From an optimization exercise on the open Yosys and OpenROAD flow, aimed at small area, a short achievable clock period and few clock cycles per item; shortcuts taken in it are not production practice.
RTL that was checked went through simulation tests only; none was proved equivalent to the original.
No functional check of the RTL was part of runs 3 and 4.
Power figures rest on the tool's default switching activity, not on a simulated workload.

==> flow/design.v <==
`timescale 1ns / 1ps
package bidm_pkg;
  localparam int MAX_SENSORS = 16;
  localparam int IDX_W = (MAX_SENSORS > 1) ? $clog2(MAX_SENSORS) : 1;
  localparam int CNT_W = $clog2(MAX_SENSORS + 1);
  localparam logic [15:0] COMPANY_CODE = 16'h015d;
  localparam logic [7:0]  MIN_PAYLOAD  = 8'd21;
  typedef enum logic [1:0] {
    OP_SIGHTING = 2'd0,
    OP_SCAN     = 2'd1,
    OP_CLEAR    = 2'd2,
    OP_ADD      = 2'd3
  } opcode_t;
  typedef enum logic [3:0] {
    ST_SHORT       = 4'd0,
    ST_FOREIGN     = 4'd1,
    ST_KNOWN_HIT   = 4'd2,
    ST_NEW_HIT     = 4'd3,
    ST_ADDED       = 4'd4,
    ST_FULL        = 4'd5,
    ST_SCAN        = 4'd6,
    ST_CLEARED     = 4'd7,
    ST_KNOWN_ADDED = 4'd8,
    ST_ADD_FULL    = 4'd9
  } status_t;
  typedef enum logic [1:0] {
    S_IDLE,
    S_SEARCH,
    S_FINISH
  } fsm_state_t;
  typedef struct packed {
    opcode_t            opcode;
    logic [7:0]         payload_length;
    logic [15:0]        company_id;
    logic [63:0]        sensor_id;
    logic signed [7:0]  accel_x;
    logic signed [7:0]  accel_y;
    logic signed [7:0]  accel_z;
  } in_item_t;
  typedef struct packed {
    status_t     status;
    logic [3:0]  entry_index;
    logic [6:0]  channel_base;
    logic [7:0]  x_positive;
    logic [7:0]  x_negative;
    logic [7:0]  y_positive;
    logic [7:0]  y_negative;
    logic [7:0]  z_positive;
    logic [7:0]  z_negative;
    logic        send_request;
    logic        all_known_seen;
  } out_item_t;
  function automatic logic [7:0] pos_part(input logic signed [7:0] v);
    logic [7:0] r;
    r = 8'd0;
    if (!v[7] && (v != 8'sd0)) begin
      r = {v[6:0], 1'b0};
    end
    pos_part = r;
  endfunction
  function automatic logic [7:0] neg_part(input logic signed [7:0] v);
    logic [7:0] r;
    r = 8'd0;
    if (v[7]) begin
      r = 8'd0 - {v[6:0], 1'b0};
    end
    neg_part = r;
  endfunction
  function automatic logic [6:0] chan_base(input logic [IDX_W-1:0] idx);
    logic [IDX_W+2:0] p;
    p = {1'b0, idx, 2'b00} + {2'b00, idx, 1'b0};
    chan_base = 7'(p);
  endfunction
  function automatic logic [MAX_SENSORS-1:0] below_mask(input logic [CNT_W-1:0] cnt);
    logic [MAX_SENSORS-1:0] m;
    for (int i = 0; i < MAX_SENSORS; i++) begin
      m[i] = (CNT_W'(i) < cnt);
    end
    below_mask = m;
  endfunction
endpackage
`timescale 1ns / 1ps
module beacon_id_table_to_channel_mapper_unit (
  input  logic         clk,
  input  logic         rst_n,
  input  logic         in_valid,
  output logic         in_ready,
  input  logic [1:0]   in_opcode,
  input  logic [7:0]   in_payload_length,
  input  logic [15:0]  in_company_id,
  input  logic [63:0]  in_sensor_id,
  input  logic [7:0]   in_accel_x,
  input  logic [7:0]   in_accel_y,
  input  logic [7:0]   in_accel_z,
  output logic         out_valid,
  input  logic         out_ready,
  output logic [3:0]   out_status,
  output logic [3:0]   out_entry_index,
  output logic [6:0]   out_channel_base,
  output logic [7:0]   out_x_positive,
  output logic [7:0]   out_x_negative,
  output logic [7:0]   out_y_positive,
  output logic [7:0]   out_y_negative,
  output logic [7:0]   out_z_positive,
  output logic [7:0]   out_z_negative,
  output logic         out_send_request,
  output logic         out_all_known_seen,
  input  logic         cfg_we,
  input  logic         cfg_wdata
);
  localparam int N = 16;
  localparam int RW = 4 + 4 + 7 + 1 + 1 + 1 + 24;
  logic [63:0]   id_mem [N];
  logic [N-1:0]  km_r;       
  logic [N-1:0]  tm_r;       
  logic [N-1:0]  seen_r;
  logic          out_en_r;
  logic          ov_r;
  logic          sk_v_r;
  logic [RW-1:0] sk_r;
  logic [RW-1:0] res;
  logic [3:0]    o_status;
  logic [3:0]    o_idx;
  logic [6:0]    o_base;
  logic [7:0]    o_xp, o_xn, o_yp, o_yn, o_zp, o_zn;
  logic          o_send;
  logic          o_all;
  logic          accept;
  logic          out_free;
  assign in_ready = !sk_v_r;
  assign accept   = in_valid && !sk_v_r;
  assign out_free = !ov_r || out_ready;
  logic          is_sight, is_scan, is_clear, is_add;
  logic          look;
  logic [N-1:0]  match, pre_m, fm;
  logic [N-1:0]  oh_t, oh_k, sel;
  logic          any, khit, full, kfull, hit;
  logic [N-1:0]  missing;
  assign is_sight = (in_opcode == 2'd0);
  assign is_scan  = (in_opcode == 2'd1);
  assign is_clear = (in_opcode == 2'd2);
  assign is_add   = (in_opcode == 2'd3);
  assign look     = is_sight && (in_payload_length >= 8'd21) && (in_company_id == 16'h015d);
  always_comb begin
    for (int i = 0; i < N; i++) begin
      match[i] = tm_r[i] && (id_mem[i] == in_sensor_id);
    end
    pre_m[0] = 1'b0;
    for (int i = 1; i < N; i++) begin
      pre_m[i] = pre_m[i-1] | match[i-1];
    end
    fm = match & ~pre_m;
    oh_t[0] = !tm_r[0];
    oh_k[0] = !km_r[0];
    for (int i = 1; i < N; i++) begin
      oh_t[i] = tm_r[i-1] && !tm_r[i];
      oh_k[i] = km_r[i-1] && !km_r[i];
    end
  end
  assign any     = |match;
  assign khit    = |(match & km_r);
  assign full    = tm_r[N-1];
  assign kfull   = km_r[N-1];
  assign hit     = look && any;
  assign missing = km_r & ~seen_r;
  always_comb begin
    logic [3:0] st;
    logic [3:0] idx;
    logic [6:0] base;
    logic       all;
    st = 4'd0;
    if (is_sight) begin
      if (in_payload_length < 8'd21)        st = 4'd0;
      else if (in_company_id != 16'h015d)   st = 4'd1;
      else if (any)                         st = khit ? 4'd2 : 4'd3;
      else                                  st = full ? 4'd5 : 4'd4;
    end else if (is_scan) begin
      st = 4'd6;
    end else if (is_clear) begin
      st = 4'd7;
    end else begin
      st = kfull ? 4'd9 : 4'd8;
    end
    if (look) sel = any ? fm : oh_t;
    else if (is_add) sel = oh_k;
    else sel = '0;
    idx  = '0;
    base = '0;
    for (int i = 0; i < N; i++) begin
      if (sel[i]) begin
        idx  = idx | 4'(i);
        base = base | 7'(6 * i);
      end
    end
    if (is_sight) all = ~|(missing & ~(hit ? fm : '0));
    else if (is_scan) all = !km_r[0];
    else if (is_clear) all = 1'b1;
    else all = kfull && ~|missing;
    res = {st, idx, base, look && khit && out_en_r, all, hit,
           in_accel_x, in_accel_y, in_accel_z};
  end
  always_ff @(posedge clk) begin
    if (!rst_n) begin
      km_r   <= '0;
      tm_r   <= '0;
      seen_r <= '0;
    end else if (accept) begin
      if (look) begin
        if (any) begin
          seen_r <= seen_r | fm;
        end else if (!full) begin
          seen_r <= seen_r | oh_t;
          tm_r   <= {tm_r[N-2:0], 1'b1};
        end
      end else if (is_scan) begin
        seen_r <= seen_r & ~km_r;
      end else if (is_clear) begin
        km_r   <= '0;
        tm_r   <= '0;
        seen_r <= '0;
      end else if (is_add && !kfull) begin
        seen_r <= seen_r & ~oh_k;
        km_r   <= {km_r[N-2:0], 1'b1};
        tm_r   <= {km_r[N-2:0], 1'b1};
      end
    end
  end
  always_ff @(posedge clk) begin
    for (int i = 0; i < N; i++) begin
      if (accept && (is_add ? oh_k[i] : oh_t[i])) begin
        id_mem[i] <= in_sensor_id;
      end
    end
  end
  always_ff @(posedge clk) begin
    if (!rst_n) begin
      ov_r     <= 1'b0;
      sk_v_r   <= 1'b0;
      out_en_r <= 1'b0;
    end else begin
      if (cfg_we) begin
        out_en_r <= cfg_wdata;
      end
      if (out_free) begin
        ov_r   <= sk_v_r || accept;
        sk_v_r <= 1'b0;
      end else begin
        sk_v_r <= sk_v_r || accept;
      end
    end
  end
  function automatic logic [7:0] pos_part(input logic [7:0] v, input logic h);
    pos_part = (h && !v[7] && (v != 8'd0)) ? {v[6:0], 1'b0} : 8'd0;
  endfunction
  function automatic logic [7:0] neg_part(input logic [7:0] v, input logic h);
    neg_part = (h && v[7]) ? (8'd0 - {v[6:0], 1'b0}) : 8'd0;
  endfunction
  always_ff @(posedge clk) begin
    logic [RW-1:0] r;
    if (!sk_v_r) begin
      sk_r <= res;
    end
    if (out_free) begin
      r = sk_v_r ? sk_r : res;
      o_status <= r[41:38];
      o_idx    <= r[37:34];
      o_base   <= r[33:27];
      o_send   <= r[26];
      o_all    <= r[25];
      o_xp     <= pos_part(r[23:16], r[24]);
      o_xn     <= neg_part(r[23:16], r[24]);
      o_yp     <= pos_part(r[15:8], r[24]);
      o_yn     <= neg_part(r[15:8], r[24]);
      o_zp     <= pos_part(r[7:0], r[24]);
      o_zn     <= neg_part(r[7:0], r[24]);
    end
  end
  assign out_valid          = ov_r;
  assign out_status         = o_status;
  assign out_entry_index    = o_idx;
  assign out_channel_base   = o_base;
  assign out_x_positive     = o_xp;
  assign out_x_negative     = o_xn;
  assign out_y_positive     = o_yp;
  assign out_y_negative     = o_yn;
  assign out_z_positive     = o_zp;
  assign out_z_negative     = o_zn;
  assign out_send_request   = o_send;
  assign out_all_known_seen = o_all;
endmodule
==> flow/run.sh <==
#!/bin/bash
# synth_recipe.tcl (not shown) runs the flow's synth.tcl, then flattens the netlist and writes it again
# the make line also repeats each setting of config.mk as NAME=value (left out here)
make -C /OpenROAD-flow-scripts/flow DESIGN_CONFIG=/design/flow/config.mk WORK_HOME=/design/flow/orfs CLKGATE_MAP_FILE= SYNTH_SCRIPT=/design/flow/synth_recipe.tcl finish
==> flow/config.mk <==
export PLATFORM = sky130hd
export DESIGN_NAME = beacon_id_table_to_channel_mapper_unit
export DESIGN_NICKNAME = beacon_id_table_to_channel_mapper_unit
export VERILOG_FILES = /design/flow/design.v
export SDC_FILE = /design/flow/constraint.sdc
export NUM_CORES = 4
export LEC_CHECK = 0
export CAP_MARGIN = 20
export CORE_MARGIN = 2
export CORE_UTILIZATION = 40
export SETUP_SLACK_MARGIN = 2.0
export SLEW_MARGIN = 20
==> flow/constraint.sdc <==
create_clock -name core_clock -period 5.0 [get_ports {clk}]
set_input_delay 1.0000 -clock core_clock [delete_from_list [all_inputs] [get_ports {clk}]]
set_output_delay 1.0000 -clock core_clock [all_outputs]
set_load 0.01 [all_outputs]
==> key figures, run 1 <==
Outcome
  – Status: complete, no violations

Clock tree
  – Num CTS Buffers: 130
  – H-Tree Level Count: 4
  – Cts hold-fix bufs: 0
  – Clock sinks: between 1000 and 1500
  – Clock Latency Late Sink: 0.78 ns
  – CTS tree: built
  – Clk buf depth: 3
  – Root buf cell: clkbuf_16
  – Worst-path clk slew: approximately 0.06 ns

STA
  – Slew Limit Headroom: between 5 and 6%
  – Post-route minimum period: approximately 3.9 ns
  – Ratio of final minimum period to clock period: approximately 77%
  – Slew Limit Fails: 0
  – Setup slack after layout: roughly 1.1 ns
  – Final setup fails: 0
  – RSZ-0062 raised after global routing: true
  – Final hold vios: 0
  – Fmax achieved: about 0.26 GHz
  – Worst Tran Pin Value: 1.373 ns
  – Clk_skew: ~0.066 ns

Worst setup path
  – Crit-path cells: buf_4, buf_12, nor2b_1, a2111o_1, nor4_2, nand4_1, buf_4, nor4_4, buf_12, nor4_4, and4_4, o21a_1, nor3b_2, or4b_4, mux2_4
  – Number of buffers and inverters on the critical path: 4
  – WP data required: between 5 and 6 ns
  – CP max-delay cell: or4b_4
  – Crit path DAT: between 4 and 5 ns
  – Slowest stage delay, CP: about 0.50 ns
  – Setup crit start kind: primary input
  – Family with the most delay on the worst path: simple AND/OR/NAND/NOR gates
  – CP Class: in -> reg
  – Crit end category: flip-flop
  – Largest fanout on the critical path: 4

Yosys
  – Post-Synth Adder-Cell Area: less than 1%
  – Post-synth top area cell: edfxtp_1
  – Multiplexer share of the synthesized area: 0.6711%
  – Post-Syn Area per Cell: between 10 and 15 um2
  – Synth Cell Area: slightly above 0.05 mm2
  – Predominant post-synthesis flop cell: edfxtp_1
  – Synth async-reset ratio: 0%
  – Complex-gate fraction of the synthesized area: between 5 and 6%
  – Mapped Cells: 3551
  – Most frequent cell after synthesis: edfxtp_1
  – Simple-gate area share of the yosys netlist: 9.498%
  – Flops & latches, synth: 1176
  – Commonest cells post-synth: 1083 x edfxtp_1, 464 x xnor2_1, 354 x xor2_1
  – Share of the synthesized area in the top cell type: roughly 63%
  – XOR/XNOR Fraction of Synth Area: 13.97%
  – Largest family of logic cells by synthesized area: XOR/XNOR gates
  – Yosys warning total: 2
  – Post-synth EDFFs: ~1100
  – Yosys cell types: 85
  – Post-synthesis sequential area ratio: about two thirds
  – Area contributors post-synth: edfxtp_1 63%, xnor2_1 7.9%, xor2_1 6.0%, dfxtp_1 3.6%, nand4_1 1.7%

Detailed routing
  – # DRC: 0
  – DRC marker count from the first detailed-route iteration: 4744
  – WL/cell: around 31 um
  – Drt first pass iters: 5
  – Vias/cell: 5.729
  – ANT nets after route: 0
  – Via count: about 35000
  – Routed WL: roughly 190000 um

Placement
  – Pre-CTS setup slack: -0.1663 ns
  – GP Congestion: around 0.96
  – Port Buffers: 180
  – Placed wire-length estimate: 128500 um
  – Placed insts: 5688
  – Post-DP Area: a little under 0.06 mm2

Die
  – Die width: approximately 360 um
  – Row count: 131
  – Core box area: ~0.13 mm2
  – Initial Util: 40.26%
  – Chip Height: roughly 360 um
  – IO Count: about 190
  – Total Die Area: about 0.13 mm2

Power
  – Overall Power: ~0.023 W
  – Pwr dens: 334.9 mW/mm2
  – Leak pwr: around 23 nW
  – Peak supply drop: about 0.37 mV

GRT
  – Vias in the first global route: between 30000 and 40000
  – Antenna violations before repair: 9
  – Met3 Usage GRT: under 10%
  – Largest net degree at the start of global routing: 65
  – Met1 GRT Util: around 39%
  – Global route hottest layer: met2
  – GRT Overall Usage: 28.62%
  – GRT met2 Usage: 46.34%
  – First-pass GRT wire length: ~260000 um
  – Remaining global-route overflow: 0

Cells and area
  – Layout area overhead: 31.97%
  – Fillers: roughly 10000
  – Fin area: 0.06766 mm2
  – # nets final: 4506
  – Finished Layout Cells: 6138
  – Fraction of final layout cells with drive strength greater than 1: between 20% and 30%

Run
  – Max-cap check violation count: 0

Hold path
  – Worst Hold Class: reg -> reg
==> registers in the layout, summed over array words and instances (netlist names) <==
signal    count
id_mem     1024
km_r         16
o_all         1
o_base        7
o_idx         4
o_send        1
o_status      4
o_xn          7
o_xp          7
o_yn          7
o_yp          7
o_zn          7
o_zp          7
out_en_r      1
ov_r          1
seen_r       16
sk_r         42
sk_v_r        1
tm_r         16
==> cell usage in the layout (no fill, tap or decap), types with 25 or more instances in the layout <==
| master | instances |
|---|---|
| a21oi_1 | 43 |
| a22o_1 | 25 |
| buf_12 | 130 |
| buf_4 | 465 |
| buf_6 | 95 |
| clkbuf_1 | 32 |
| clkbuf_16 | 134 |
| clkdlybuf4s50_1 | 116 |
| clkinv_1 | 32 |
| dfxtp_1 | 89 |
| edfxtp_1 | 1083 |
| inv_1 | 90 |
| mux2i_1 | 25 |
| nand2_1 | 66 |
| nand2b_1 | 89 |
| nand3_1 | 30 |
| nand4_1 | 138 |
| nor2_1 | 66 |
| nor2b_1 | 59 |
| nor3_1 | 38 |
| nor4_1 | 79 |
| nor4_2 | 43 |
| o21ai_0 | 33 |
| o22ai_1 | 43 |
| o2bb2ai_1 | 36 |
| xnor2_1 | 440 |
| xor2_1 | 347 |
==> worst paths after layout <==
kind	from	endpoint	slack [ns]	depth (start not counted)
max reg2reg	id_mem[11][39]$_DFFE_PP_	o_base[6]$_DFFE_PP_	1.17	13
max	in_sensor_id[50]	o_base[6]$_DFFE_PP_	1.13	15
min	sk_r[36]$_DFF_P_	sk_r[36]$_DFF_P_	0.45	2
min reg2reg	sk_r[36]$_DFF_P_	sk_r[36]$_DFF_P_	0.45	2
==> power by group <==
part	internal [W]	switching [W]	total, W
clock network	0.00511	0.00402	0.00913
registers	0.0110	0.000124	0.0111
logic	0.000975	0.00141	0.00239
==> through the flow <==
| stage | util, % | hold slack [ns] | TNS (ns) |
|---|---|---|---|
| 6_report | 53.13 | 0.4461 | 0 |
| 5_1_grt | 53.12 | 0.4249 | 0 |
| 4_1_cts | 52.18 | 0.4306 | 0 |
| 3_5_place_dp | 45.98 | 0.4344 | -0.3636 |
| 3_3_place_gp | 45.97 | 0.4338 | -42.31 |
| 2_1_floorplan | - | 0.4175 | 0 |
==> layer usage <==
layer | wire length, um | vias to the layer above
li1 | - | 14930
met1 | 77230 | 17930
met2 | 89310 | 1923
met3 | 16360 | 368
met4 | 8248 | 8
met5 | 57 | -
==> worst register-to-register path: cells and delay by family, from the launching register on <==
family / cells / cell delay [ns]
DFF: 1 / 0.39
and+or+nand+nor: 8 / 1.97
AOI/OAI and AO/OA: 2 / 0.55
buffers and inverters: 2 / 0.35
muxes: 1 / 0.29
==> kinds of logic (layout without fill, tap and decap cells) <==
kind of cell	Yosys count	count (layout)
flops	1176	1176
simple gates	838	838
xor+xnor	818	818
compound gates	387	387
buf+inv	291	1207
mux	33	33
fa+ha+maj	7	7
other cells	1	10
==> cell type report <==
cell class                      count  area [um2]  area share [%]
Multi-Input combinational cell   2089       17550           25.93
Tap cell                         1662        2079           3.073
Clock buffer                      166        3462           5.116
Inverter                          119       521.8          0.7711
Clock inverter                     59       457.9          0.6768
Timing Repair Buffer              863        9198           13.59
Sequential cell                  1176       34390           50.82
Antenna cell                        4       10.01         0.01479
==> timing repair <==
action / in CTS / in global routing
buffers inserted: 162 / 45
gates resized for setup: 484 / 161
endpoints found under the setup margin: 122 / 121
gates cloned: 13 / 1
pin swaps: 117 / 102
Testbench counts, summed over its fixed seeds: cycles 4,808, items 4,800.
==> run 2: changes to the inputs <==
--- a/flow/config.mk
+++ b/flow/config.mk
@@ -8,5 +8,4 @@
 export CAP_MARGIN = 20
 export CORE_MARGIN = 2
 export CORE_UTILIZATION = 40
-export SETUP_SLACK_MARGIN = 2.0
 export SLEW_MARGIN = 20
==> key figures, run 2 <==
Die
  – IO Count: 187 (unchanged)
  – Total Die Area: 0.1311 mm2 (unchanged)
  – Core box area: 0.1274 mm2 (unchanged)
  – Chip Height: 362.0 um (unchanged)
  – Die width: 362.0 um (unchanged)
  – Row count: 131 (unchanged)
  – Initial Util: 40.26% (unchanged)

STA
  – Fmax achieved: 0.2096 GHz (-19%)
  – Slew Limit Fails: 0 (unchanged)
  – Setup slack after layout: 0.2285 ns (-0.9060 ns)
  – RSZ-0062 raised after global routing: false
  – Post-route minimum period: 4.772 ns (+0.9060 ns)
  – Slew Limit Headroom: 29.84% (+24 points)
  – Ratio of final minimum period to clock period: 95.43% (+18 points)
  – Clk_skew: 0.05250 ns (-0.01341 ns)
  – Hold WS: 0.4508 ns (+0.004690 ns)
  – Final setup fails: 0 (unchanged)
  – Final hold vios: 0 (unchanged)
  – Worst Tran Pin Value: 1.052 ns (-0.3203 ns)

Yosys
  – Commonest cells post-synth: 1083 x edfxtp_1, 464 x xnor2_1, 354 x xor2_1
  – Most frequent cell after synthesis: edfxtp_1
  – Post-Syn Area per Cell: 14.44 um2 (unchanged)
  – Largest family of logic cells by synthesized area: XOR/XNOR gates
  – Yosys cell types: 85 (unchanged)
  – Predominant post-synthesis flop cell: edfxtp_1
  – Synth async-reset ratio: 0% (unchanged)
  – Complex-gate fraction of the synthesized area: 5.662% (unchanged)
  – Share of the synthesized area in the top cell type: 63.43% (unchanged)
  – Multiplexer share of the synthesized area: 0.6711% (unchanged)
  – Post-Synth Adder-Cell Area: 0.1708% (unchanged)
  – Post-synth EDFFs: 1083 (unchanged)
  – Post-synthesis sequential area ratio: 67.06% (unchanged)
  – Mapped Cells: 3551 (unchanged)
  – Simple-gate area share of the yosys netlist: 9.498% (unchanged)
  – Post-synth top area cell: edfxtp_1
  – Flops & latches, synth: 1176 (unchanged)
  – Synth Cell Area: 0.05127 mm2 (unchanged)
  – XOR/XNOR Fraction of Synth Area: 13.97% (unchanged)
  – Area contributors post-synth: edfxtp_1 63%, xnor2_1 7.9%, xor2_1 6.0%, dfxtp_1 3.6%, nand4_1 1.7%
  – Yosys warning total: 2 (unchanged)

Clock tree
  – Cts hold-fix bufs: 0 (unchanged)
  – CTS tree: built
  – Worst-path clk slew: 0.06 ns (about the same)
  – Clk buf depth: 3 (unchanged)
  – Root buf cell: clkbuf_16
  – Num CTS Buffers: 132 (+1.5%)
  – H-Tree Level Count: 4 (unchanged)
  – Clock sinks: 1176 (unchanged)
  – Setup Fix Bufs, Post-CTS: 0 (-100%)
  – Clock Latency Late Sink: 0.77 ns (about the same)

Worst setup path
  – Crit path DAT: 5.24 ns (+0.91 ns)
  – Setup crit start kind: primary input
  – RR Startpoint: id_mem[12][54]$_DFFE_PP_
  – Crit path to: o_base[6]$_DFFE_PP_
  – Worst Reg-to-Reg Cells: 12 (-1)
  – Setup slack, reg-to-reg: 0.30 ns (-0.87 ns)
  – WP data required: 5.47 ns (about the same)
  – CP Class: in -> reg
  – Largest fanout on the critical path: 3 (-1)
  – Crit end category: flip-flop
  – RR Endpoint: o_base[6]$_DFFE_PP_
  – Setup crit start: in_sensor_id[54]

Cells and area
  – Max FFs per register: 1024 (unchanged)
  – Largest registers: id_mem (1024), sk_r (42)
  – Fraction of final layout cells with drive strength greater than 1: 17.89% (-11 points)
  – Most frequent cells in the layout: 1083 x edfxtp_1, 464 x xnor2_1, 354 x xor2_1
  – # nets final: 4246 (-5.8%)
  – Finished Layout Cells: 5884 (-4.1%)
  – Commonest non-fill, non-tap cell in the layout: edfxtp_1
  – Reg with most FFs: id_mem
  – Fillers: 11000 (+5.1%)
  – Layout area overhead: 21.45%

Placement
  – Placed wire-length estimate: 128100 um (-0.34%)
  – GP Congestion: 0.9447 (-1.8%)
  – Placed insts: 5647 (-0.72%)
  – Port Buffers: 180 (unchanged)
  – Pre-CTS setup slack: -0.5259 ns (-0.3596 ns)

Detailed routing
  – Drt first pass iters: 8 (+3)
  – Vias/cell: 5.655 (-1.3%)
  – WL/cell: 30.40 um (-2.4%)
  – ANT nets after route: 0 (unchanged)
  – Via count: 33270 (-5.4%)
  – Routed WL: 178900 um (-6.5%)
  – DRC marker count from the first detailed-route iteration: 3771 (-21%)
  – # DRC: 0 (unchanged)

Power
  – Leak pwr: 20.92 nW (-11%)
  – Peak supply drop: 0.3337 mV (-9.3%)
  – Pwr dens: 363.9 mW/mm2 (+8.7%)

Run
  – Max-cap check violation count: 0 (unchanged)

GRT
  – Remaining global-route overflow: 0 (unchanged)
  – First-pass GRT wire length: 250200 um (-4.8%)
  – Largest net degree at the start of global routing: 65 (unchanged)
  – GRT Overall Usage: 27.11% (-1.5 points)
  – Vias in the first global route: 31920 (-4.5%)
  – Antenna violations before repair: 3 (-6)

Hold path
  – Worst Hold Class: reg -> reg

Outcome
  – Status: complete, no violations
==> run 2: changes by cell type in the layout (fill, tap and decap cells not counted), sizes merged, moves of 4 or more <==
cell / before / now
buf: 740 / 484
bufbuf: 6 / 0
bufinv: 4 / 9
clkinv: 47 / 51
clkinvlp: 14 / 3
inv: 113 / 124
==> run 2: worst min path at each step <==
stage                             to             start  depth (start not counted)  slack (ns)
CTS                 sk_r[36]$_DFF_P_  sk_r[36]$_DFF_P_                          2        0.45
detailed placement  sk_r[36]$_DFF_P_  sk_r[36]$_DFF_P_                          2        0.44
global route        sk_r[30]$_DFF_P_  sk_r[30]$_DFF_P_                          2        0.48
finish              sk_r[36]$_DFF_P_  sk_r[36]$_DFF_P_                          2        0.45
global placement    sk_r[36]$_DFF_P_  sk_r[36]$_DFF_P_                          2        0.43
floorplan           sk_r[30]$_DFF_P_  sk_r[30]$_DFF_P_                          2        0.42
==> run 2: cells by family (layout without fill, tap and decap cells) <==
group / count (synthesis) / in the layout
flip-flops: 1176 / 1176
adder cells (fa/ha/maj): 7 / 7
buffers and inverters: 291 / 956
multiplexers: 33 / 33
AND/OR/NAND/NOR: 838 / 838
AO/OA/AOI/OAI: 387 / 387
other: 1 / 7
XOR/XNOR: 818 / 818
==> run 2: through the flow <==
step	TNS, ns	utilization (%)	power (W)	instance area, um2
2_1_floorplan	0	-	0.01224	51320
6_report	0	48.90	0.02266	62270
3_5_place_dp	-20.99	45.58	0.01328	58050
3_3_place_gp	-27.03	45.58	0.01326	58050
4_1_cts	0	48.88	0.02279	62260
5_1_grt	0	48.89	0.02330	62270
==> run 2: timing repair <==
action / 4_1_cts / 5_1_grt
resized for setup: 0 / 1
endpoints found under the setup margin: 0 / 1
endpoints found under the hold margin: 0 / 0
==> run 2: critical path, cell delays in order <==
cell	delay (ns)
buf_2	0.17
xnor2_1	0.55
nand4_1	0.34
nor4_2	0.63
nand4_1	0.19
nor4_1	0.59
buf_4	0.23
or4_1	0.15
nor4_2	0.07
a31oi_1	0.32
o21bai_1	0.15
or4b_1	0.53
mux2_4	0.29
==> run 2: report_power, final <==
part	switching (W)	leakage (nW)	internal, W
clock	0.00410	2.04	0.00547
sequential	0.000117	10.7	0.0110
combinational	0.00123	8.14	0.000713
==> run 2: metal layers <==
| layer | vias up | share of wire (%) | GRT usage, % |
|---|---|---|---|
| met5 | - | 0 | 0 |
| met3 | 296 | 6.7 | 3.809 |
| li1 | 14410 | - | - |
| met1 | 17010 | 43 | 37.31 |
| met4 | 0 | 3.8 | 9.853 |
| met2 | 1563 | 47 | 43.79 |
==> run 2: area by class of cell <==
type,count,area (um2),share of cell area (%)
sequential,1176,34380,55.22
clock buffer,168,3502,5.624
clock inverter,68,705.7,1.133
tap,1662,2079,3.339
inverter,119,446.7,0.7173
antenna,1,2.502,0.004019
timing repair buffer,601,5598,8.990
multi-input combinational,2089,15550,24.98
==> run 3: changes to the inputs <==
--- a/flow/design.v
+++ b/flow/design.v
@@ -109,42 +109,54 @@
   input  logic         cfg_wdata
 );
   localparam int N = 16;
-  localparam int RW = 4 + 4 + 7 + 1 + 1 + 1 + 24;
+  localparam int RW = 4 + 4 + 1 + 1 + 1 + 24;
   logic [63:0]   id_mem [N];
   logic [N-1:0]  km_r;       
   logic [N-1:0]  tm_r;       
   logic [N-1:0]  seen_r;
   logic          out_en_r;
-  logic          ov_r;
-  logic          sk_v_r;
-  logic [RW-1:0] sk_r;
-  logic [RW-1:0] res;
-  logic [3:0]    o_status;
-  logic [3:0]    o_idx;
-  logic [6:0]    o_base;
-  logic [7:0]    o_xp, o_xn, o_yp, o_yn, o_zp, o_zn;
-  logic          o_send;
-  logic          o_all;
   logic          accept;
-  logic          out_free;
-  assign in_ready = !sk_v_r;
-  assign accept   = in_valid && !sk_v_r;
-  assign out_free = !ov_r || out_ready;
-  logic          is_sight, is_scan, is_clear, is_add;
-  logic          look;
+  logic [N-1:0]  eq;
+  logic          eqp;
+  logic          in_ready_r;
+  assign in_ready = in_ready_r;
+  assign accept   = in_valid && in_ready_r;
+  logic          s2_v;
+  logic [N-1:0]  s2_eq;
+  logic          s2_eqp;
+  logic [63:0]   s2_id;
+  logic [1:0]    s2_op;
+  logic          s2_short, s2_foreign;
+  logic [23:0]   s2_acc;
+  logic [N-1:0]  wp_r;       
+  always_comb begin
+    for (int i = 0; i < N; i++) begin
+      eq[i] = (id_mem[i] == in_sensor_id);
+    end
+    eqp = (s2_id == in_sensor_id);
+  end
+  always_ff @(posedge clk) begin
+    s2_eq      <= eq;
+    s2_eqp     <= eqp;
+    s2_id      <= in_sensor_id;
+    s2_op      <= in_opcode;
+    s2_short   <= (in_payload_length < 8'd21);
+    s2_foreign <= (in_company_id != 16'h015d);
+    s2_acc     <= {in_accel_x, in_accel_y, in_accel_z};
+  end
+  logic          is_sight, is_scan, is_clear, is_add, look;
   logic [N-1:0]  match, pre_m, fm;
-  logic [N-1:0]  oh_t, oh_k, sel;
+  logic [N-1:0]  oh_t, oh_k, sel, we;
   logic          any, khit, full, kfull, hit;
   logic [N-1:0]  missing;
-  assign is_sight = (in_opcode == 2'd0);
-  assign is_scan  = (in_opcode == 2'd1);
-  assign is_clear = (in_opcode == 2'd2);
-  assign is_add   = (in_opcode == 2'd3);
-  assign look     = is_sight && (in_payload_length >= 8'd21) && (in_company_id == 16'h015d);
+  logic [RW-1:0] res;
+  assign is_sight = (s2_op == 2'd0);
+  assign is_scan  = (s2_op == 2'd1);
+  assign is_clear = (s2_op == 2'd2);
+  assign is_add   = (s2_op == 2'd3);
+  assign look     = is_sight && !s2_short && !s2_foreign;
   always_comb begin
-    for (int i = 0; i < N; i++) begin
-      match[i] = tm_r[i] && (id_mem[i] == in_sensor_id);
-    end
+    match = ((s2_eq & ~wp_r) | (wp_r & {N{s2_eqp}})) & tm_r;
     pre_m[0] = 1'b0;
     for (int i = 1; i < N; i++) begin
       pre_m[i] = pre_m[i-1] | match[i-1];
@@ -163,17 +175,17 @@
   assign kfull   = km_r[N-1];
   assign hit     = look && any;
   assign missing = km_r & ~seen_r;
+  assign we      = (s2_v && is_add) ? oh_k : oh_t;
   always_comb begin
     logic [3:0] st;
     logic [3:0] idx;
-    logic [6:0] base;
     logic       all;
     st = 4'd0;
     if (is_sight) begin
-      if (in_payload_length < 8'd21)        st = 4'd0;
-      else if (in_company_id != 16'h015d)   st = 4'd1;
-      else if (any)                         st = khit ? 4'd2 : 4'd3;
-      else                                  st = full ? 4'd5 : 4'd4;
+      if (s2_short)        st = 4'd0;
+      else if (s2_foreign) st = 4'd1;
+      else if (any)        st = khit ? 4'd2 : 4'd3;
+      else                 st = full ? 4'd5 : 4'd4;
     end else if (is_scan) begin
       st = 4'd6;
     end else if (is_clear) begin
@@ -184,27 +196,22 @@
     if (look) sel = any ? fm : oh_t;
     else if (is_add) sel = oh_k;
     else sel = '0;
-    idx  = '0;
-    base = '0;
+    idx = '0;
     for (int i = 0; i < N; i++) begin
-      if (sel[i]) begin
-        idx  = idx | 4'(i);
-        base = base | 7'(6 * i);
-      end
+      if (sel[i]) idx = idx | 4'(i);
     end
     if (is_sight) all = ~|(missing & ~(hit ? fm : '0));
     else if (is_scan) all = !km_r[0];
     else if (is_clear) all = 1'b1;
     else all = kfull && ~|missing;
-    res = {st, idx, base, look && khit && out_en_r, all, hit,
-           in_accel_x, in_accel_y, in_accel_z};
+    res = {st, idx, look && khit && out_en_r, all, hit, s2_acc};
   end
   always_ff @(posedge clk) begin
     if (!rst_n) begin
       km_r   <= '0;
       tm_r   <= '0;
       seen_r <= '0;
-    end else if (accept) begin
+    end else if (s2_v) begin
       if (look) begin
         if (any) begin
           seen_r <= seen_r | fm;
@@ -226,27 +233,49 @@
     end
   end
   always_ff @(posedge clk) begin
+    wp_r <= we;
     for (int i = 0; i < N; i++) begin
-      if (accept && (is_add ? oh_k[i] : oh_t[i])) begin
-        id_mem[i] <= in_sensor_id;
+      if (we[i]) begin
+        id_mem[i] <= s2_id;
       end
     end
   end
+  logic          ov_r;
+  logic [1:0]    skc_r, skc_nxt;
+  logic [RW-1:0] sk0_r, sk1_r;
+  logic          out_free;
+  logic [3:0]    o_status;
+  logic [3:0]    o_idx;
+  logic [6:0]    o_base;
+  logic [7:0]    o_xp, o_xn, o_yp, o_yn, o_zp, o_zn;
+  logic          o_send;
+  logic          o_all;
+  assign out_free = !ov_r || out_ready;
+  always_comb begin
+    skc_nxt = skc_r;
+    if (out_free) begin
+      if (skc_r != 2'd0 && !s2_v) skc_nxt = skc_r - 2'd1;
+    end else if (s2_v) begin
+      skc_nxt = skc_r + 2'd1;
+    end
+  end
   always_ff @(posedge clk) begin
     if (!rst_n) begin
-      ov_r     <= 1'b0;
-      sk_v_r   <= 1'b0;
-      out_en_r <= 1'b0;
+      ov_r       <= 1'b0;
+      skc_r      <= 2'd0;
+      s2_v       <= 1'b0;
+      in_ready_r <= 1'b0;
+      out_en_r   <= 1'b0;
     end else begin
       if (cfg_we) begin
         out_en_r <= cfg_wdata;
       end
       if (out_free) begin
-        ov_r   <= sk_v_r || accept;
-        sk_v_r <= 1'b0;
-      end else begin
-        sk_v_r <= sk_v_r || accept;
+        ov_r <= (skc_r != 2'd0) || s2_v;
       end
+      skc_r      <= skc_nxt;
+      s2_v       <= accept;
+      in_ready_r <= ({1'b0, skc_nxt} + {2'b00, accept}) < 3'd2;
     end
   end
   function automatic logic [7:0] pos_part(input logic [7:0] v, input logic h);
@@ -257,14 +286,18 @@
   endfunction
   always_ff @(posedge clk) begin
     logic [RW-1:0] r;
-    if (!sk_v_r) begin
-      sk_r <= res;
+    if (out_free && skc_r != 2'd0) begin
+      sk0_r <= (skc_r == 2'd2) ? sk1_r : res;
+      sk1_r <= res;
+    end else begin
+      if (skc_r == 2'd0) sk0_r <= res;
+      if (skc_r == 2'd1) sk1_r <= res;
     end
     if (out_free) begin
-      r = sk_v_r ? sk_r : res;
-      o_status <= r[41:38];
-      o_idx    <= r[37:34];
-      o_base   <= r[33:27];
+      r = (skc_r != 2'd0) ? sk0_r : res;
+      o_status <= r[34:31];
+      o_idx    <= r[30:27];
+      o_base   <= 7'({r[30:27], 2'b00} + {r[30:27], 1'b0});
       o_send   <= r[26];
       o_all    <= r[25];
       o_xp     <= pos_part(r[23:16], r[24]);
--- a/flow/config.mk
+++ b/flow/config.mk
@@ -8,4 +8,5 @@
 export CAP_MARGIN = 20
 export CORE_MARGIN = 2
 export CORE_UTILIZATION = 40
+export SETUP_SLACK_MARGIN = 2.5
 export SLEW_MARGIN = 20
==> key figures, run 3 <==
Clock tree
  – H-Tree Level Count: 4 (unchanged)
  – Clock Latency Late Sink: 0.80 ns (+0.03 ns)
  – Worst-path clk slew: 0.06 ns (about the same)
  – Clock sinks: 1330 (+13%)
  – Root buf cell: clkbuf_16
  – Num CTS Buffers: 144 (+9.1%)
  – Clk buf depth: 3 (unchanged)
  – Cts hold-fix bufs: 0 (unchanged)
  – CTS tree: built

Yosys
  – Area contributors post-synth: edfxtp_1 62%, xor2_1 17%, dfxtp_1 6.5%, nor4_1 3.3%, clkbuf_1 1.1%
  – Yosys cell types: 77 (-9.4%)
  – Most frequent cell after synthesis: edfxtp_1
  – Synth async-reset ratio: 0% (unchanged)
  – Largest family of logic cells by synthesized area: XOR/XNOR gates
  – XOR/XNOR Fraction of Synth Area: 17.51% (+3.5 points)
  – Post-synth EDFFs: 1151 (+6.3%)
  – Synth Cell Area: 0.05534 mm2 (+7.9%)
  – Mapped Cells: 3676 (+3.5%)
  – Flops & latches, synth: 1330 (+13%)
  – Yosys warning total: 2 (unchanged)
  – Share of the synthesized area in the top cell type: 62.46% (-0.97 points)
  – Post-Synth Adder-Cell Area: 0.3527% (+0.18 points)
  – Predominant post-synthesis flop cell: edfxtp_1
  – Commonest cells post-synth: 1151 x edfxtp_1, 1096 x xor2_1, 296 x nor4_1
  – Post-synth top area cell: edfxtp_1
  – Post-synthesis sequential area ratio: 68.94% (+1.9 points)
  – Post-Syn Area per Cell: 15.05 um2 (+4.3%)
  – Simple-gate area share of the yosys netlist: 7.376% (-2.1 points)
  – Multiplexer share of the synthesized area: 1.773% (+1.1 points)
  – Complex-gate fraction of the synthesized area: 2.555% (-3.1 points)

Die
  – Total Die Area: 0.1413 mm2 (+7.8%)
  – Row count: 136 (+3.8%)
  – IO Count: 187 (unchanged)
  – Chip Height: 375.9 um (+3.8%)
  – Core box area: 0.1373 mm2 (+7.8%)
  – Die width: 375.9 um (+3.8%)
  – Initial Util: 40.30% (about the same)

Power
  – Leak pwr: 24.95 nW (+19%)
  – Pwr dens: 392.8 mW/mm2 (+7.9%)
  – Overall Power: 0.02722 W (+20%)
  – Peak supply drop: 0.3577 mV (+7.2%)

Detailed routing
  – M1 wire length: 80130 um (+5.2%)
  – Uppermost layer routed: met5
  – Met2 wire len: 95620 um (+14%)
  – Drt first pass iters: 8 (unchanged)
  – Routed WL: 208100 um (+16%)
  – Via count: 35710 (+7.3%)
  – ANT nets after route: 0 (unchanged)
  – # DRC: 0 (unchanged)
  – Vias/cell: 5.758 (+1.8%)
  – DRC marker count from the first detailed-route iteration: 4890 (+30%)
  – WL/cell: 33.55 um (+10%)
  – Met3 routed WL: 20420 um (+70%)

STA
  – Slew Limit Headroom: 31.87% (+2.0 points)
  – Clk_skew: 0.03324 ns (-0.01925 ns)
  – RSZ-0062 raised after global routing: true
  – Worst Tran Pin Value: 1.022 ns (-0.03043 ns)
  – Final hold vios: 0 (unchanged)
  – Post-route minimum period: 3.312 ns (-1.460 ns)
  – Ratio of final minimum period to clock period: 66.24% (-29 points)
  – Sum Neg Setup Slack: 0 ns (unchanged)
  – Final setup fails: 0 (unchanged)
  – Setup slack after layout: 1.688 ns (+1.460 ns)
  – Slew Limit Fails: 0 (unchanged)
  – Fmax achieved: 0.3019 GHz (+44%)

Cells and area
  – Largest registers: id_mem (1024), s2_id (64)
  – Most frequent cells in the layout: 1151 x edfxtp_1, 1093 x xor2_1, 361 x buf_4
  – Commonest non-fill, non-tap cell in the layout: edfxtp_1
  – Max FFs per register: 1024 (unchanged)
  – Layout area overhead: 25.23%
  – Fillers: 11500 (+4.5%)
  – # nets final: 4422 (+4.1%)
  – Fin area: 0.06930 mm2 (+11%)
  – Fraction of final layout cells with drive strength greater than 1: 22.47% (+4.6 points)
  – Reg with most FFs: id_mem
  – Final core utilization: 50.46% (+1.6 points)

Worst setup path
  – CP Class: reg -> reg
  – WP data required: 5.54 ns (+0.07 ns)
  – CP max-delay cell: dfxtp_1
  – Setup crit start kind: flip-flop
  – Crit path DAT: 3.85 ns (-1.39 ns)
  – Largest fanout on the critical path: 8 (+5)
  – Number of buffers and inverters on the critical path: 1 (-1)
  – Crit end category: flip-flop
  – Cell mode on critical path: nor2_1
  – Crit-path cells: a222oi_1, buf_4, nand4_4, nor3_4, a2111o_1, or4_4, mux2_4, ha_4, a21oi_2, nor2_1, nor2_1, xnor2_1
  – Family with the most delay on the worst path: simple AND/OR/NAND/NOR gates
  – Slowest stage delay, CP: 0.60 ns (-0.03 ns)

GRT
  – Largest net degree at the start of global routing: 66 (+1.5%)
  – First-pass GRT wire length: 277600 um (+11%)
  – Remaining global-route overflow: 0 (unchanged)
  – Antenna violations before repair: 19 (+16)
  – Vias in the first global route: 33520 (+5.0%)
  – GRT Overall Usage: 28.79% (+1.7 points)

Hold path
  – Worst Hold Class: reg -> reg

Placement
  – GP Congestion: 0.9325 (-1.3%)
  – Post-DP Area: 0.06101 mm2 (+5.1%)
  – Pre-CTS setup slack: 0.3245 ns (+0.8504 ns)
  – Placed wire-length estimate: 128700 um (+0.48%)
  – Port Buffers: 179 (-0.56%)

Outcome
  – Status: complete, no violations

Run
  – Max-cap check violation count: 0 (unchanged)
-- run 3: layout make-up --
| cell class | instances | area [um2] | share of cell area [%] |
|---|---|---|---|
| sequential | 1330 | 38180 | 55.10 |
| multi-input combinational | 2145 | 17930 | 25.87 |
| timing repair buffer | 641 | 6168 | 8.902 |
| clock buffer | 202 | 4066 | 5.868 |
| tap | 1794 | 2245 | 3.239 |
| clock inverter | 63 | 608.1 | 0.8775 |
| inverter | 25 | 93.84 | 0.1354 |
| antenna | 2 | 5.005 | 0.007222 |
-- run 3: path summary, 6_finish.rpt --
check / startpoint / end / slack [ns] / cells after the start
min reg2reg: s2_id[6]$_DFF_P_ / id_mem[8][6]$_DFFE_PP_ / 0.44 / 0
max: tm_r[0]$_SDFFE_PN0P_ / o_base[5]$_DFFE_PN_ / 1.69 / 12
max reg2reg: tm_r[0]$_SDFFE_PN0P_ / o_base[5]$_DFFE_PN_ / 1.69 / 12
min: s2_id[6]$_DFF_P_ / id_mem[8][6]$_DFFE_PP_ / 0.44 / 0
-- run 3: power by group --
group	leakage, nW	switching [W]	internal, W
Sequential	12.2	0.000313	0.0129
Combinational	10.5	0.00217	0.00123
Clock	2.28	0.00449	0.00611
-- run 3: repair_timing --
item	CTS	global route
resized for setup	474	141
buffers inserted	133	75
gates cloned	4	4
pin swaps	67	59
setup endpoints to repair	933	144
-- run 3: worst register-to-register path, cell delays in order, from the launching register on --
cell and delay (ns):
dfxtp_1 0.60, a222oi_1 0.21, buf_4 0.19, nand4_4 0.15
nor3_4 0.07, a2111o_1 0.36, or4_4 0.55, mux2_4 0.31
ha_4 0.22, a21oi_2 0.11, nor2_1 0.05, nor2_1 0.14
xnor2_1 0.10
-- run 3: layer usage --
layer / up-vias / GRT usage (%)
met2: 2202 / 45.73
met1: 18350 / 37.81
met3: 472 / 5.924
li1: 14690 / -
met5: - / 0
met4: 4 / 13.70
-- run 3: through the flow --
stage | instances | hold slack [ns]
final | 6202 | 0.4400
after floorplan | 3682 | 0.4244
after CTS | 6121 | 0.4258
after global routing | 6201 | 0.4125
after global placement | 5718 | 0.4116
after detailed placement | 5719 | 0.4199
-- run 3: kinds of logic (layout without fill, tap and decap cells) --
group | after synthesis | count (layout)
compound gates | 206 | 207
xor+xnor | 1106 | 1106
fa+ha+maj | 15 | 15
buf+inv | 209 | 931
flops | 1330 | 1330
mux | 91 | 91
other cells | 1 | 9
simple gates | 718 | 719
==> run 4: changes to the inputs <==
--- a/flow/design.v
+++ b/flow/design.v
@@ -115,48 +115,27 @@
   logic [N-1:0]  tm_r;       
   logic [N-1:0]  seen_r;
   logic          out_en_r;
-  logic          accept;
-  logic [N-1:0]  eq;
-  logic          eqp;
   logic          in_ready_r;
+  logic          accept;
   assign in_ready = in_ready_r;
   assign accept   = in_valid && in_ready_r;
   logic          s2_v;
   logic [N-1:0]  s2_eq;
-  logic          s2_eqp;
-  logic [63:0]   s2_id;
   logic [1:0]    s2_op;
   logic          s2_short, s2_foreign;
   logic [23:0]   s2_acc;
-  logic [N-1:0]  wp_r;       
-  always_comb begin
-    for (int i = 0; i < N; i++) begin
-      eq[i] = (id_mem[i] == in_sensor_id);
-    end
-    eqp = (s2_id == in_sensor_id);
-  end
-  always_ff @(posedge clk) begin
-    s2_eq      <= eq;
-    s2_eqp     <= eqp;
-    s2_id      <= in_sensor_id;
-    s2_op      <= in_opcode;
-    s2_short   <= (in_payload_length < 8'd21);
-    s2_foreign <= (in_company_id != 16'h015d);
-    s2_acc     <= {in_accel_x, in_accel_y, in_accel_z};
-  end
   logic          is_sight, is_scan, is_clear, is_add, look;
   logic [N-1:0]  match, pre_m, fm;
-  logic [N-1:0]  oh_t, oh_k, sel, we;
-  logic          any, khit, full, kfull, hit;
+  logic [N-1:0]  oh_t, oh_k;
+  logic          any, khit, full, kfull, hit, append, grow;
   logic [N-1:0]  missing;
-  logic [RW-1:0] res;
   assign is_sight = (s2_op == 2'd0);
   assign is_scan  = (s2_op == 2'd1);
   assign is_clear = (s2_op == 2'd2);
   assign is_add   = (s2_op == 2'd3);
   assign look     = is_sight && !s2_short && !s2_foreign;
   always_comb begin
-    match = ((s2_eq & ~wp_r) | (wp_r & {N{s2_eqp}})) & tm_r;
+    match = s2_eq & tm_r;
     pre_m[0] = 1'b0;
     for (int i = 1; i < N; i++) begin
       pre_m[i] = pre_m[i-1] | match[i-1];
@@ -174,37 +153,44 @@
   assign full    = tm_r[N-1];
   assign kfull   = km_r[N-1];
   assign hit     = look && any;
+  assign append  = s2_v && look && !any && !full;    
+  assign grow    = s2_v && is_add && !kfull;         
   assign missing = km_r & ~seen_r;
-  assign we      = (s2_v && is_add) ? oh_k : oh_t;
+  logic [3:0]    st_h, idx_h;
+  logic [6:0]    base_h;
+  logic          all_h;
+  logic [RW-1:0] res;
   always_comb begin
-    logic [3:0] st;
-    logic [3:0] idx;
-    logic       all;
-    st = 4'd0;
+    logic [N-1:0] sel;
+    st_h = 4'd0;
     if (is_sight) begin
-      if (s2_short)        st = 4'd0;
-      else if (s2_foreign) st = 4'd1;
-      else if (any)        st = khit ? 4'd2 : 4'd3;
-      else                 st = full ? 4'd5 : 4'd4;
+      if (s2_short)        st_h = 4'd0;
+      else if (s2_foreign) st_h = 4'd1;
+      else if (any)        st_h = khit ? 4'd2 : 4'd3;
+      else                 st_h = full ? 4'd5 : 4'd4;
     end else if (is_scan) begin
-      st = 4'd6;
+      st_h = 4'd6;
     end else if (is_clear) begin
-      st = 4'd7;
+      st_h = 4'd7;
     end else begin
-      st = kfull ? 4'd9 : 4'd8;
+      st_h = kfull ? 4'd9 : 4'd8;
     end
     if (look) sel = any ? fm : oh_t;
     else if (is_add) sel = oh_k;
     else sel = '0;
-    idx = '0;
+    idx_h  = '0;
+    base_h = '0;
     for (int i = 0; i < N; i++) begin
-      if (sel[i]) idx = idx | 4'(i);
+      if (sel[i]) begin
+        idx_h  = idx_h | 4'(i);
+        base_h = base_h | 7'(6 * i);
+      end
     end
-    if (is_sight) all = ~|(missing & ~(hit ? fm : '0));
-    else if (is_scan) all = !km_r[0];
-    else if (is_clear) all = 1'b1;
-    else all = kfull && ~|missing;
-    res = {st, idx, look && khit && out_en_r, all, hit, s2_acc};
+    if (is_sight) all_h = ~|(missing & ~(hit ? fm : '0));
+    else if (is_scan) all_h = !km_r[0];
+    else if (is_clear) all_h = 1'b1;
+    else all_h = kfull && ~|missing;
+    res = {st_h, idx_h, look && khit && out_en_r, all_h, hit, s2_acc};
   end
   always_ff @(posedge clk) begin
     if (!rst_n) begin
@@ -232,14 +218,38 @@
       end
     end
   end
+  logic [N-1:0]  wpos;
+  always_comb begin
+    logic [N-1:0] oh0;
+    oh0 = '0;
+    oh0[0] = 1'b1;
+    if (in_opcode == 2'd3) begin
+      if (s2_v && is_clear) wpos = oh0;
+      else if (grow)        wpos = {oh_k[N-2:0], 1'b0};
+      else                  wpos = oh_k;
+    end else begin
+      if (s2_v && is_clear) wpos = oh0;
+      else if (grow)        wpos = {oh_k[N-2:0], 1'b0};
+      else if (append)      wpos = {oh_t[N-2:0], 1'b0};
+      else                  wpos = oh_t;
+    end
+  end
   always_ff @(posedge clk) begin
-    wp_r <= we;
     for (int i = 0; i < N; i++) begin
-      if (we[i]) begin
-        id_mem[i] <= s2_id;
+      if (accept && wpos[i]) begin
+        id_mem[i] <= in_sensor_id;
       end
     end
   end
+  always_ff @(posedge clk) begin
+    for (int i = 0; i < N; i++) begin
+      s2_eq[i] <= (id_mem[i] == in_sensor_id);
+    end
+    s2_op      <= in_opcode;
+    s2_short   <= (in_payload_length < 8'd21);
+    s2_foreign <= (in_company_id != 16'h015d);
+    s2_acc     <= {in_accel_x, in_accel_y, in_accel_z};
+  end
   logic          ov_r;
   logic [1:0]    skc_r, skc_nxt;
   logic [RW-1:0] sk0_r, sk1_r;
@@ -297,7 +307,7 @@
       r = (skc_r != 2'd0) ? sk0_r : res;
       o_status <= r[34:31];
       o_idx    <= r[30:27];
-      o_base   <= 7'({r[30:27], 2'b00} + {r[30:27], 1'b0});
+      o_base   <= (skc_r != 2'd0) ? 7'({sk0_r[30:27], 2'b00} + {sk0_r[30:27], 1'b0}) : base_h;
       o_send   <= r[26];
       o_all    <= r[25];
       o_xp     <= pos_part(r[23:16], r[24]);
==> key figures, run 4 <==
Outcome
  – Status: complete, no violations

STA
  – Clk_skew: 0.02763 ns (-0.005610 ns)
  – Final hold vios: 0 (unchanged)
  – RSZ-0062 raised after global routing: true
  – Setup slack after layout: 1.875 ns (+0.1868 ns)
  – Post-route minimum period: 3.125 ns (-0.1868 ns)
  – Slew Limit Fails: 0 (unchanged)
  – Sum Neg Setup Slack: 0 ns (unchanged)
  – Worst Tran Pin Value: 0.9749 ns (-0.04700 ns)
  – Ratio of final minimum period to clock period: 62.50% (-3.7 points)
  – Fmax achieved: 0.3200 GHz (+6.0%)
  – Final setup fails: 0 (unchanged)
  – Slew Limit Headroom: 35.01% (+3.1 points)

Clock tree
  – H-Tree Level Count: 4 (unchanged)
  – CTS tree: built
  – Clk buf depth: 3 (unchanged)
  – Cts hold-fix bufs: 0 (unchanged)
  – Clock Latency Late Sink: 0.78 ns (-0.02 ns)
  – Num CTS Buffers: 136 (-5.6%)
  – Root buf cell: clkbuf_16
  – Clock sinks: 1249 (-6.1%)
  – Worst-path clk slew: 0.06 ns (about the same)

Die
  – Row count: 133 (-2.2%)
  – IO Count: 187 (unchanged)
  – Total Die Area: 0.1361 mm2 (-3.7%)
  – Die width: 369.0 um (-1.9%)
  – Initial Util: 40.43% (+0.13 points)
  – Core box area: 0.1318 mm2 (-4.0%)
  – Chip Height: 369.0 um (-1.9%)

GRT
  – GRT Overall Usage: 25.34% (-3.5 points)
  – Antenna violations before repair: 9 (-10)
  – GRT met2 Usage: 41.23% (-4.5 points)
  – Remaining global-route overflow: 0 (unchanged)
  – First-pass GRT wire length: 244000 um (-12%)
  – Met3 Usage GRT: 3.965% (-2.0 points)
  – Global route hottest layer: met2
  – Met1 GRT Util: 35.14% (-2.7 points)
  – Largest net degree at the start of global routing: 59 (-11%)
  – Vias in the first global route: 31870 (-4.9%)

Yosys
  – Most frequent cell after synthesis: edfxtp_1
  – Yosys warning total: 2 (unchanged)
  – Share of the synthesized area in the top cell type: 64.87% (+2.4 points)
  – Predominant post-synthesis flop cell: edfxtp_1
  – Post-synth top area cell: edfxtp_1
  – Synth async-reset ratio: 0% (unchanged)
  – Post-Syn Area per Cell: 14.89 um2 (-1.1%)
  – Post-synth EDFFs: 1151 (unchanged)
  – Area contributors post-synth: edfxtp_1 65%, xor2_1 17%, dfxtp_1 3.7%, nor4_1 3.3%, clkbuf_1 1.1%
  – Yosys cell types: 72 (-6.5%)
  – Flops & latches, synth: 1249 (-6.1%)
  – Mapped Cells: 3579 (-2.6%)
  – Commonest cells post-synth: 1151 x edfxtp_1, 1035 x xor2_1, 281 x nor4_1
  – Synth Cell Area: 0.05328 mm2 (-3.7%)
  – Post-synthesis sequential area ratio: 68.55% (-0.39 points)

Worst setup path
  – Number of buffers and inverters on the critical path: 8 (+7)
  – Crit end category: flip-flop
  – Family with the most delay on the worst path: buffers and inverters
  – RR Startpoint: s2_op[1]$_DFF_P_
  – Setup crit start kind: flip-flop
  – Crit-path cells: inv_2, ha_4, nor3b_4, buf_12, nand4_1, buf_4, or4_4, buf_6, a211oi_4, nor4_4, buf_12, buf_12, buf_12, buf_16
  – Setup slack, reg-to-reg: 1.87 ns (+0.19 ns)
  – Slowest stage delay, CP: 0.57 ns (-0.03 ns)
  – RR Endpoint: id_mem[14][23]$_DFFE_PP_
  – CP Class: reg -> reg
  – Crit path DAT: 3.66 ns (-0.19 ns)
  – Largest fanout on the critical path: 8 (unchanged)
  – Worst Reg-to-Reg Cells: 14 (+2)
  – CP max-delay cell: or4_4
  – WP data required: 5.53 ns (about the same)
  – Cell mode on critical path: buf_12

Cells and area
  – Fillers: 10890 (-5.3%)
  – Max FFs per register: 1024 (unchanged)
  – Finished Layout Cells: 6027 (-2.8%)
  – Most frequent cells in the layout: 1151 x edfxtp_1, 1035 x xor2_1, 262 x nor4_1
  – Layout area overhead: 27.85%
  – Reg with most FFs: id_mem
  – Largest registers: id_mem (1024), sk0_r (35), sk1_r (35)
  – Commonest non-fill, non-tap cell in the layout: edfxtp_1
  – # nets final: 4299 (-2.8%)
  – Fin area: 0.06812 mm2 (-1.7%)
  – Fraction of final layout cells with drive strength greater than 1: 21.63% (-0.84 points)

Placement
  – Port Buffers: 179 (unchanged)
  – GP Congestion: 0.8508 (-8.8%)
  – Post-DP Area: 0.05842 mm2 (-4.2%)
  – Pre-CTS setup slack: 0.9334 ns (+0.6089 ns)
  – Placed insts: 5532 (-3.3%)
  – Placed wire-length estimate: 107200 um (-17%)

Hold path
  – Hold Crit Endpoint: seen_r[4]$_SDFFE_PN0P_
  – Worst Hold Class: reg -> reg
  – Hold Path Origin: seen_r[4]$_SDFFE_PN0P_
  – Cells on Worst Hold Path: 2 (+2)

Detailed routing
  – DRC marker count from the first detailed-route iteration: 3569 (-27%)
  – Routed WL: 174500 um (-16%)
  – Drt first pass iters: 7 (-1)
  – # DRC: 0 (unchanged)
  – ANT nets after route: 0 (unchanged)
  – Vias/cell: 5.494 (-4.6%)
  – Via count: 33120 (-7.3%)
  – WL/cell: 28.96 um (-14%)

Run
  – Max-cap check violation count: 0 (unchanged)

Power
  – Peak supply drop: 0.3563 mV (-0.38%)
  – Leak pwr: 24.09 nW (-3.5%)
  – Pwr dens: 384.6 mW/mm2 (-2.1%)
## run 4: cell count changes after synthesis, moves of 9 or more
cell,change
xor2_1,-61
nor3b_1,+15
o22ai_1,+11
clkbuf_1,-9
or2_2,-14
nor4_1,-15
dfxtp_1,-81
mux2_2,-14
nor2_1,+38
nand2_1,-16
a211oi_1,+22
buf_1,+11
nand4_1,+10
## run 4: worst reg2reg max path, stage by stage (launching register included)
cell and delay [ns]:
dfxtp_2 0.33, inv_2 0.07, ha_4 0.13, nor3b_4 0.24, buf_12 0.15, nand4_1 0.12
buf_4 0.20, or4_4 0.57, buf_6 0.16, a211oi_4 0.23, nor4_4 0.07, buf_12 0.17
buf_12 0.16, buf_12 0.13, buf_16 0.13
## run 4: what timing repair did
item / CTS / global route
cloned: 75 / 14
setup endpoints to repair: 1277 / 1149
setup buffers: 119 / 41
gates resized for setup: 360 / 137
pin swaps: 39 / 32
hold endpoints to repair: 0 / 0
## run 4: worst max-delay path by stage
stage                                     from                        to  slack (ns)  depth (start not counted)
after global routing          s2_op[1]$_DFF_P_  id_mem[14][60]$_DFFE_PP_        1.82                         14
after floorplan           tm_r[2]$_SDFFE_PN0P_    id_mem[5][0]$_DFFE_PP_        0.32                          9
final                         s2_op[1]$_DFF_P_  id_mem[14][23]$_DFFE_PP_        1.87                         14
after detailed placement          in_opcode[1]    id_mem[7][5]$_DFFE_PP_        0.93                          6
after CTS                    s2_eq[10]$_DFF_P_   id_mem[2][54]$_DFFE_PP_        1.91                         12
after global placement            in_opcode[0]   id_mem[15][7]$_DFFE_PP_        0.95                          6
## run 4: where the power goes
part / internal, W / switching, W
Combinational: 0.00150 / 0.00215
Clock: 0.00564 / 0.00428
Sequential: 0.0123 / 0.000299
Total: 0.0195 / 0.00673
## run 4: through the flow
step | utilization, % | hold WS (ns) | power, W
global route | 51.69 | 0.4785 | 0.02704
floorplan | - | 0.4244 | 0.01445
finish | 51.69 | 0.4707 | 0.02620
detailed placement | 44.33 | 0.4462 | 0.01586
global placement | 44.32 | 0.4434 | 0.01581
CTS | 50.79 | 0.4687 | 0.02623
## run 4: cell families after synthesis
family          synth area share (%)
other cells                 0.007038
buf+inv                        1.641
flops                          68.55
xor+xnor                       17.13
compound gates                 2.860
mux                            1.573
simple gates                   7.872
fa+ha+maj                     0.3663
## run 4: cell type report
cell class,instances,area [um2],area share [%]
clock inverters,82,774.5,1.137
flip-flops and latches,1249,36560,53.67
multi-input cells,2122,16860,24.75
well taps,1755,2196,3.223
inverters,23,92.59,0.1359
repair buffers,632,8038,11.80
clock buffers,163,3597,5.281
diodes,1,2.502,0.003673
## run 4: metal layers
metal	up-vias	wire [um]
met2	1370	82900
met4	2	4934
met3	258	12170
met1	17070	74530
met5	-	13
li1	14420	-

separate check: timing with driven ports:
In the flow no input, the clock included, has a driving cell. The finished layouts below were timed again as built, in two steps.
Step 1, drivers: a clkbuf_16 drives clk and a buf_2 each remaining input, both assumed.
Step 2 moves the port delays by t, midway between the first and last clock arrival at a register: inputs arrive t later, outputs are due t later. That takes back most of the time a late clock gives input paths.
Slacks: no drivers / after step 1 / after step 2; pairs: no drivers / after step 1.
run | t (ns) | setup slack, ns | hold slack, ns
run 1 | 0.825 | 1.134 / 1.150 / 0.325 | 0.446 / 0.436 / 0.446
run 2 | 0.811 | 0.228 / 0.280 / -0.531 | 0.451 / 0.451 / 0.451
run 3 | 0.862 | 1.688 / 1.688 / 1.577 | 0.440 / 0.404 / 0.440
run 4 | 0.855 | 1.875 / 1.875 / 1.163 | 0.471 / 0.471 / 0.471
Met with ideal ports but missed after step 2: setup timing in run 2. For run 1, which loses most, drivers alone change the setup slack by +0.016 ns; drivers and shift together by -0.809 ns.
